From an optimization exercise on the open Yosys and OpenROAD flow, aimed at small area; shortcuts taken in it are not production practice. Function was checked by simulation only, so behaviour that the tests miss may differ from the original. Power figures rest on the tool's default switching activity, not on a simulated workload.

==> design.v <==
`timescale 1ns/1ps
module cpu_top (
    input  logic       clk_i,
    input  logic       reset,
    input  logic [7:0] instr_i,
    input  logic       data_or_reg_i,   
    input  logic [4:0] address_i,
    input  logic [1:0] byte_sel_i,
    output logic [7:0] value_o
);
    localparam int IW = 23;
    typedef enum logic [1:0] {LD_IDLE, LD_BYTES, LD_RUN} ld_state_e;
    ld_state_e  state;
    logic [8:0] cnt;        
    logic [5:0] ph;         
    logic [2:0] rc;         
    logic       run;        
    logic       wr_byte;    
    logic [5:0] pc;         
    assign wr_byte = (state == LD_BYTES) && (instr_i != 8'hFF);
    assign run     = rc[2];
    always_ff @(posedge clk_i or posedge reset) begin
        if (reset) begin
            state <= LD_IDLE;
            cnt   <= 9'd0;
            rc    <= 3'd0;
            pc    <= 6'd0;
        end else begin
            if (run) pc <= pc + 6'd1;
            case (state)
                LD_IDLE: begin
                    if (instr_i == 8'hFE) begin
                        state <= LD_BYTES;
                        cnt   <= 9'd0;
                    end
                end
                LD_BYTES: begin
                    if (instr_i == 8'hFF) state <= LD_RUN;
                    else                  cnt   <= cnt + 9'd1;
                end
                default: begin
                    if (!rc[2]) rc <= rc + 3'd1;
                end
            endcase
        end
    end
    always_ff @(posedge clk_i) ph <= ph + 6'd1;
    function automatic logic [3:0] byte0_code(input logic [7:0] b);
        logic [2:0] c;
        case (b[6:0])
            7'b0010011: c = 3'd1;
            7'b0000011: c = 3'd2;
            7'b0100011: c = 3'd3;
            7'b0110011: c = 3'd4;
            default:    c = 3'd0;
        endcase
        byte0_code = {b[7], c};
    endfunction
    function automatic logic [IW-1:0] compress(input logic [31:8] iw, input logic [3:0] c0);
        logic is_r, is_i, is_l, is_s, wr, rnz;
        logic [1:0] rop;
        logic [4:0] rd;
        rd   = {iw[11:8], c0[3]};
        is_i = (c0[2:0] == 3'd1) && (iw[14:12] == 3'b000);
        is_l = (c0[2:0] == 3'd2) && (iw[14:12] == 3'b010);
        is_s = (c0[2:0] == 3'd3) && (iw[14:12] == 3'b010);
        is_r = 1'b0;
        rop  = 2'd0;
        if (c0[2:0] == 3'd4) begin
            case ({iw[31:25], iw[14:12]})
                10'b0000000_000: begin is_r = 1'b1; rop = 2'd0; end
                10'b0100000_000: begin is_r = 1'b1; rop = 2'd1; end
                10'b0000000_110: begin is_r = 1'b1; rop = 2'd2; end
                10'b0000000_111: begin is_r = 1'b1; rop = 2'd3; end
                default: ;
            endcase
        end
        wr  = (is_i | is_l) && (rd != 5'd0);
        rnz = is_r && (rd != 5'd0);
        compress[0]     = !((is_i && wr) || is_s);
        compress[5:1]   = wr ? rd : 5'd0;
        compress[10:6]  = iw[19:15];
        compress[22:18] = wr ? iw[31:27] : iw[24:20];
        compress[17:13] = wr ? iw[26:22] : is_s ? {iw[26:25], iw[11:9]} : rnz ? rd : 5'd0;
        compress[12:11] = wr ? iw[21:20] : is_s ? {iw[8], c0[3]} : rop;
    endfunction
    logic [7:0] b0, b1;
    logic [3:0] b2;
    always_ff @(posedge clk_i) begin
        b0 <= instr_i;
        b1 <= b0;
        b2 <= byte0_code(b1);
    end
    logic [3:0]  bq0 [3];
    logic [31:8] bq  [3];
    always_ff @(posedge clk_i) begin
        for (int p = 0; p < 12; p++) begin
            if (wr_byte && cnt[7:0] == 8'(p)) begin
                if (p % 4 == 0) bq0[p / 4] <= byte0_code(instr_i);
                else            bq[p / 4][8 * (p % 4) +: 8] <= instr_i;
            end
        end
    end
    logic [IW-1:0] h0, h1;
    logic [5:0]    hw0, hw1;
    logic          hv0, hv1;
    logic          cap;
    assign cap = wr_byte && (cnt[1:0] == 2'd3);
    always_ff @(posedge clk_i) begin
        if (cap) begin
            h0  <= compress({instr_i, b0, b1}, b2);
            hw0 <= cnt[7:2];
            h1  <= h0;
            hw1 <= hw0;
        end
    end
    always_ff @(posedge clk_i or posedge reset) begin
        if (reset) begin
            hv0 <= 1'b0;
            hv1 <= 1'b0;
        end else if (state == LD_IDLE) begin
            hv0 <= 1'b0;
            hv1 <= 1'b0;
        end else if (cap) begin
            hv0 <= 1'b1;
            hv1 <= hv0;
        end
    end
    logic [5:0]    d0, d1;
    logic          inj0, inj1;
    logic [2:0]    pt;
    logic [7:0]    inj;
    logic [IW-1:0] hsel;
    always_comb begin
        d0   = ph + 6'd1 - hw0;    
        d1   = ph + 6'd1 - hw1;
        inj0 = hv0 && (d0[2:0] == 3'd0);
        inj1 = hv1 && (d1[2:0] == 3'd0);
        pt   = inj1 ? d1[5:3] : d0[5:3];
        hsel = inj1 ? h1 : h0;
        for (int k = 0; k < 8; k++) inj[k] = (inj0 | inj1) && (pt == 3'(k));
    end
    logic [IW-1:0] ring [64];
    always_ff @(posedge clk_i) begin
        for (int i = 0; i < 64; i++) begin
            if (i % 8 == 0 && inj[i / 8]) ring[i] <= hsel;
            else                          ring[i] <= ring[(i + 63) % 64];
        end
    end
    logic [5:0]    pcn, rslot;
    logic [IW-1:0] ring_r, b_word, x_next, x_word;
    logic [1:0]    bsel;
    always_comb begin
        pcn    = pc + {5'd0, run};
        rslot  = ph - pcn;
        ring_r = '0;
        for (int i = 0; i < 64; i++) ring_r = ring_r | ({IW{rslot == 6'(i)}} & ring[i]);
        bsel   = pcn[1:0];
        b_word = compress(bq[bsel], bq0[bsel]);
        x_next = (pcn < 6'd3) ? b_word : ring_r;
    end
    always_ff @(posedge clk_i) x_word <= x_next;
    logic       x_k, x_r, x_s;
    logic [4:0] x_p, x_a, x_q, x_rd;
    logic [11:0] x_y;
    assign {x_y, x_a, x_p, x_k} = x_word;
    assign x_q  = x_y[11:7];               
    assign x_r  = x_k && (x_p == 5'd0);
    assign x_s  = !x_k && (x_p == 5'd0);
    assign x_rd = x_r ? x_y[6:2] : x_p;    
    logic        wb_we, wb_ld;
    logic [4:0]  wb_rd;
    logic [31:0] wb_alu;
    logic [31:0] regs [32];    
    logic [31:0] dmem [32];
    function automatic logic [31:0] or3_groups(input logic [31:0] sel, input logic [31:0][31:0] dat);
        logic [31:0] acc, g;
        acc = 32'd0;
        for (int j = 0; j < 11; j++) begin
            g = 32'd0;
            for (int i = 3 * j; i < 3 * j + 3 && i < 32; i++) g = g | ({32{sel[i]}} & dat[i]);
            acc = acc | g;
        end
        or3_groups = acc;
    endfunction
    function automatic logic [31:0] rd_sel(input logic [4:0] a, input logic fwd, input logic en);
        rd_sel[0] = fwd;
        for (int k = 1; k < 32; k++) rd_sel[k] = en && !fwd && a == 5'(k);
    endfunction
    logic [31:0][31:0] regs_fwd, regs_p, dmem_p;
    always_comb begin
        regs_fwd[0] = wb_alu;
        regs_p[0]   = 32'd0;
        for (int k = 1; k < 32; k++) begin
            regs_fwd[k] = regs[k];
            regs_p[k]   = regs[k];
        end
        for (int k = 0; k < 32; k++) dmem_p[k] = dmem[k];
    end
    function automatic logic [31:0] add32(input logic [31:0] a, input logic [31:0] b, input logic cin);
        logic [31:0] g0, p0, gf, gx;
        logic [31:0] gl [6];
        logic [31:0] pl [6];
        g0 = a & b;
        p0 = a ^ b;
        gl[0] = g0;
        pl[0] = p0;
        gl[0][0] = g0[0] | (p0[0] & cin);
        for (int l = 1; l <= 5; l++) begin
            gl[l] = gl[l-1];
            pl[l] = pl[l-1];
            for (int i = 0; i < 32; i++) begin
                if (((i + 1) % (1 << l)) == 0) begin
                    gl[l][i] = gl[l-1][i] | (pl[l-1][i] & gl[l-1][i - (1 << (l-1))]);
                    pl[l][i] = pl[l-1][i] & pl[l-1][i - (1 << (l-1))];
                end
            end
        end
        gf = gl[5];
        for (int l = 4; l >= 1; l--) begin
            for (int i = 0; i < 32; i++) begin
                if (((i + 1) % (1 << l)) == (1 << (l-1)) && i >= (1 << l))
                    gf[i] = gf[i] | (pl[l-1][i] & gf[i - (1 << (l-1))]);
            end
        end
        gx = gf;
        for (int i = 2; i < 32; i += 2) gx[i] = g0[i] | (p0[i] & gf[i-1]);
        add32 = p0 ^ {gx[30:0], cin};
    endfunction
    logic        fwd_a, fwd_b;
    logic [31:0] op_a, rs2_val, op_b, imm, result, sum;
    logic        alu_sub;
    always_comb begin
        fwd_a = wb_we && (wb_rd == x_a);
        fwd_b = wb_we && (wb_rd == x_q);
        op_a    = or3_groups(rd_sel(x_a, fwd_a, 1'b1), regs_fwd);
        rs2_val = or3_groups(rd_sel(x_q, fwd_b, !clr), regs_fwd);   
        imm  = {{20{x_y[11]}}, x_y};
        op_b = x_r ? rs2_val : imm;
        alu_sub = x_r && (x_y[1:0] == 2'd1);
        sum     = add32(op_a, op_b ^ {32{alu_sub}}, alu_sub);
        if (x_r && x_y[1:0] == 2'd2)      result = op_a | op_b;
        else if (x_r && x_y[1:0] == 2'd3) result = op_a & op_b;
        else                              result = sum;
    end
    logic x_sw;
    assign x_sw = run && x_s;
    always_ff @(posedge clk_i or posedge reset) begin
        if (reset) begin
            wb_we <= 1'b0;
        end else begin
            wb_we <= run && (x_rd != 5'd0);
        end
    end
    always_ff @(posedge clk_i) begin
        wb_ld  <= x_k && !x_r;
        wb_rd  <= x_rd;
        wb_alu <= result;
    end
    logic clr;
    always_ff @(posedge clk_i or posedge reset) begin
        if (reset) clr <= 1'b1;
        else       clr <= 1'b0;
    end
    logic [4:0] st_addr;
    assign st_addr = result[6:2];
    always_ff @(posedge clk_i) begin
        for (int k = 0; k < 32; k++) begin
            if (clr || (x_sw && st_addr == 5'(k))) dmem[k] <= rs2_val;
        end
    end
    logic [4:0]  ld_addr;
    logic [31:0] wb_data;
    logic [31:0] ld_sel;
    assign ld_addr = wb_alu[6:2];
    always_comb begin
        for (int k = 0; k < 32; k++) ld_sel[k] = !clr && wb_ld && ld_addr == 5'(k);
        wb_data = or3_groups(ld_sel, dmem_p) | ((wb_ld || clr) ? 32'd0 : wb_alu);
    end
    always_ff @(posedge clk_i) begin
        for (int k = 1; k < 32; k++) begin
            if (clr || (wb_we && wb_rd == 5'(k))) regs[k] <= wb_data;
        end
    end
    logic [31:0] ro_word;
    logic [31:0] ro_dsel, ro_rsel;
    always_comb begin
        for (int k = 0; k < 32; k++) begin
            ro_dsel[k] = !clr && !data_or_reg_i && address_i == 5'(k);
            ro_rsel[k] = (k != 0) && !clr && data_or_reg_i && address_i == 5'(k);
        end
        ro_word = or3_groups(ro_dsel, dmem_p) | or3_groups(ro_rsel, regs_p);
    end
    assign value_o = ro_word[{byte_sel_i, 3'b000} +: 8];
endmodule
==> flow/run.sh <==
#!/bin/bash
# Layout flow: the standard ORFS flow (standard.sh), with these changes to how
# the layout is made:
#  - synthesis maps logic with an area-oriented ABC script (flow/abc_area.script)
#    instead of ORFS's delay-oriented one; everything else in synthesis is unchanged,
#    so the registers, their names and cell types are those of the standard synthesis;
#  - clock tree synthesis clusters more sinks per buffer and inserts no dummy loads;
#  - antenna repair aims 20% below the antenna ratio limits;
#  - the port buffers are buf_2 cells rather than the delay cells ORFS picks by default.
set -euo pipefail
WD=$(pwd)
rm -rf "$WD/scripts_custom"
cp -r "$FLOW_HOME/scripts" "$WD/scripts_custom"
cp "$WD/flow/abc_area.script" "$WD/scripts_custom/abc_speed.script"
sed -i 's/repair_antennas -iterations \$::env(MAX_REPAIR_ANTENNAS_ITER_GRT)/repair_antennas -iterations $::env(MAX_REPAIR_ANTENNAS_ITER_GRT) -ratio_margin 20/' "$WD/scripts_custom/global_route.tcl"
grep -q "ratio_margin 20" "$WD/scripts_custom/global_route.tcl"
CTS="-sink_clustering_enable -repair_clock_nets -sink_clustering_size 24 -sink_clustering_max_diameter 80 -buf_list {sky130_fd_sc_hd__clkbuf_8 sky130_fd_sc_hd__clkbuf_16} -dont_use_dummy_load"
bash "$WD/standard.sh" "SCRIPTS_DIR=$WD/scripts_custom" "CTS_ARGS=$CTS" "BUFFER_PORTS_ARGS=-buffer_cell sky130_fd_sc_hd__buf_2" finish > "$WD/flow_make.log" 2>&1
==> flow/abc_area.script <==
&get -n
&st
&dch
&nf -R 50 -p -F 8 -C 32
&put
topo
==> standard.sh <==
#!/bin/bash
# synth_recipe.tcl (not shown) runs the flow's synth.tcl, then flattens the netlist and writes it again
# the make line also repeats each setting of config.mk as NAME=value (left out here)
make -C /OpenROAD-flow-scripts/flow DESIGN_CONFIG=/design/flow/config.mk WORK_HOME=/design/flow/orfs CLKGATE_MAP_FILE= SYNTH_SCRIPT=/design/flow/synth_recipe.tcl "${@:-finish}"
==> config.mk <==
export PLATFORM = sky130hd
export DESIGN_NAME = cpu_top
export DESIGN_NICKNAME = cpu_top
export VERILOG_FILES = /design/flow/design.v
export SDC_FILE = /design/flow/constraint.sdc
export NUM_CORES = 8
export LEC_CHECK = 0
export CAP_MARGIN = 20
export CELL_PAD_IN_SITES_DETAIL_PLACEMENT = 0
export CELL_PAD_IN_SITES_GLOBAL_PLACEMENT = 0
export CORE_MARGIN = 2
export CORE_UTILIZATION = 40
export GPL_ROUTABILITY_DRIVEN = 1
export PLACE_DENSITY = 0.55
export SETUP_SLACK_MARGIN = 0.2
export SLEW_MARGIN = 20
==> constraint.sdc <==
create_clock -name core_clock -period 10.0 [get_ports {clk_i}]
set_input_delay 2.0000 -clock core_clock [delete_from_list [all_inputs] [get_ports {clk_i}]]
set_output_delay 2.0000 -clock core_clock [all_outputs]
set_load 0.01 [all_outputs]
==> notes.md <==
[state kept, by name (all words and copies together), names as in the netlist, 12 cells and up]
signal,flops
bq,72
bq0,12
dmem,1024
h0,23
h1,23
regs,992
ring,1472
wb_alu,32
x_word,23
[logic make-up after synthesis]
| family | count (synthesis) | synth area share, % |
|---|---|---|
| buf+inv | 69 | 0.1929 |
| xor+xnor | 84 | 0.5480 |
| other cells | 1 | 0.002793 |
| flops | 3740 | 71.95 |
| compound gates | 2834 | 18.81 |
| fa+ha+maj | 72 | 0.7642 |
| simple gates | 1840 | 7.432 |
| mux | 39 | 0.2992 |
[Yosys cell counts (17+ instances only)]
cell and count:
a221o_1 50, clkinv_1 69, a22oi_1 302, nand2b_1 30, nor3_1 92, ha_1 54
a21o_1 45, nor2_1 399, nor4b_1 21, xnor2_1 48, edfxtp_1 2158, a31oi_1 21
fa_1 17, a221oi_1 136, a21oi_1 183, dfxtp_1 1559, or4_1 25, nand2_1 424
nor4_1 42, nand3_1 75, and4b_1 158, a222oi_1 1835, nor2b_1 20, and3_1 30
nand4_1 461, mux2i_1 30, o21ai_0 180, xor2_1 36, a22o_1 22, dfrtp_1 22
[layer usage]
layer / routed length (um) / part of all wire (%) / vias up / track usage (%)
met5: 25 / 0.0046 / - / 0
met4: 44270 / 8.1 / 4 / 20.01
met3: 65440 / 12 / 1572 / 5.717
met2: 238900 / 44 / 8487 / 46.92
met1: 195700 / 36 / 50670 / 40.17
li1: - / - / 40600 / -
[worst max-delay path: stages]
cell	delay (ns)
buf_2	0.17
nor2b_1	0.46
nand3_1	1.00
nor2_4	1.10
a222oi_1	0.26
nand4_1	0.18
and4b_1	0.37
nand4_1	0.17
a221oi_1	0.06
a21oi_1	0.56
a21oi_1	0.21
o21ai_0	0.66
buf_2	0.26
[through the flow]
stage,power (mW),area [sq um],instances
after floorplan,18.18,134300,8679
after global placement,18.91,144900,13510
after detailed placement,18.95,145000,13520
after CTS,26.90,149900,13710
after global routing,27.57,150100,13730
final,26.91,150100,13740
[layout by cell type (no fill, tap or decap), types with 25 or more instances in the layout]
cell type	Yosys	final
dfxtp_1	1559	1559
or4_1	25	25
a221o_1	50	47
a222oi_1	1835	1835
nor2_1	399	237
buf_4	0	411
nor3_2	0	29
xnor2_1	48	48
nor2_2	0	90
nor2_4	0	72
nand4_1	461	461
edfxtp_1	2158	2158
clkinv_1	69	65
a21oi_1	183	182
a22oi_1	302	302
nand3_1	75	74
and3_1	30	30
buf_2	0	25
nor3_1	92	61
nand2b_1	30	28
o21ai_0	180	169
ha_1	54	54
xor2_1	36	36
clkbuf_16	0	195
a221oi_1	136	136
nand2_1	424	401
and4b_1	158	157
[worst min path at each step]
stage	to	slack [ns]
6_report	ring[23][9]	0.27
3_5_place_dp	b1[2]	0.33
3_3_place_gp	ring[26][2]	0.33
2_1_floorplan	b1[0]	0.33
5_1_grt	ring[23][9]	0.27
4_1_cts	ring[23][9]	0.26
[power groups by stage]
stage / Clock (mW) / Sequential, mW / Combinational (mW)
after floorplan: 0 / 17.7 / 0.476
after CTS: 8.29 / 17.5 / 1.07
after global routing: 8.81 / 17.6 / 1.14
final: 8.23 / 17.6 / 1.11
after global placement: 0 / 17.9 / 1.05
after detailed placement: 0 / 17.9 / 1.07
[area by class of cell]
| type | count | area, sq um |
|---|---|---|
| multi-input combinational | 4870 | 39240 |
| fill | 29180 | 183600 |
| sequential | 3740 | 96590 |
| timing repair buffer | 455 | 3598 |
| clock buffer | 194 | 4855 |
| antenna | 22 | 55.05 |
| tap | 4387 | 5489 |
| inverter | 69 | 259.0 |
==> reports/results.ini <==
[route]
wl_um=544400
drt-pass1-iter-count=20
wl_per_cell_um=39.63
ant_nets=0
remaining_drc_errors=0
routed-via-count=101300
via_per_inst=7.376
drt_iter0_markers=28070

[logic_synthesis]
yosys-top-cells-area=edfxtp_1, dfxtp_1, a222oi_1, nand4_1, a22oi_1
seq_area_frac_synth_pct=71.95
synth.avg_cell_area_sq_um=15.47
synth_top_area_share_pct=48.27
syn_inst=8679
yosys_warnings=8
synth_edf_count=2158
synth_fp_nets=8768
synthFlopType=edfxtp_1
syn_area_sq_um=134300
ys_ff_latch=3740
synth_area_leader_cell=edfxtp_1
synth.distinct_cells=56
ys_async_sr_fraction_pct=0.6150

[sta]
finalCritPeriodShare_pct=94.84
tightest_slew_ns=1.300
fin_setup_tns_ns=0
fmax_ghz=0.1054
drv_slew=0
hold_viol_final=0
min_period_ns=9.484
slew_headroom_pct=12.59
finClkSkew_ns=0.1540
setup_viol=0
rsz0062_at_grt=no
setup_ws_ns=0.5162
hold_slack_ns=0.2652

[critical_path]
r2r_end=wb_alu[31]
startpoint_type=input port
r2r_setup_slack_ns=0.83
crit_type=in -> out
cp-end-kind=output pin
crit_arrival_ns=7.48
r2r_cells=34
critPathCapture=value_o[4]
worstPathRequired_ns=8.00
cp_max_fo=19
rr_startpoint=wb_rd[0]
startpoint=address_i[2]

[global_route]
grt_start_max_net_pins=59
grt_pass1_wl_um=751400
grt-ovfl-total=0
grt_pass1_vias=96380
grtUsageTotal_pct=30.73
antenna_found_initial=47

[place]
place_ws_ns=0.6235
hpwl_um=339700
io_buffers=25
place_congestion=1.013

[cts]
clockBufferDepth=4
clkSlewWorstSetupHoldPaths_ns=0.09
ctsRootBufferMaster=clkbuf_16
cts_tree=done
cts_buffers=194
cts-resized-gates=0
clock_latency_ns=0.98
cts_setup_buffers=0
postCtsHoldBufs=0
cts.sinks=3740
htreeDepth=4

[floorplanning]
die_h_um=583.3
die_area_sq_um=340300
core.rowCount=212
start_util_pct=40.23
die_w_um=583.3
core_area_sq_um=333700
ioPinCount=26

[cells_and_area]
area_growth_syn_to_layout_pct=11.80
nets=9419
drive_gt1_share_pct=10.57
utilization_pct=44.98

[flow_run]
maxCapViolCount=0

[power]
p_sw_share_pct=22.91
clock_power_share_pct=30.6
combPwrFrac_pct=4.1
p_switching_mw=6.165
power_frac_seq_pct=65.3
p_leak_nw=49.33
ir_drop_v=0.0001459
p_per_area_nw_per_um2=179.3
p_int_mw=20.74

[worst_hold_path]
hold_start=ring[22][9]
hp-class=reg -> reg
min_path_cells=0

[run_status]
status=finished clean

-- static timing again, ports no longer ideal --
How much do the figures lean on ideal ports? The routed layout below was timed once more, with nothing changed but the port constraints. Step 1 (the two cells are an assumption about what drives the block):
set clk [get_ports {clk_i}]
set_driving_cell -lib_cell sky130_fd_sc_hd__clkbuf_16 $clk
set_driving_cell -lib_cell sky130_fd_sc_hd__buf_2 [delete_from_list [all_inputs] $clk]
Step 2, shift: input delay + t, output delay - t, t = (earliest + latest rising clock arrival at the registers) / 2. This alone moves slack from input paths to output paths. Three values: no drivers, after step 1, after step 2; two values: the first two.
shift t [ns]: 1.000
slack for setup (ns): 0.516 / 0.255 / 0.255
clock arrival spread, ns: 0.161 / 0.161
slew at the worst register clock pin (ns): 0.10 / 0.10
cell pins on the clock port's net: 1
After both steps setup and hold are still met in this run. The setup slack of this run moves by -0.261 ns with the drivers and by -0.261 ns with both steps.
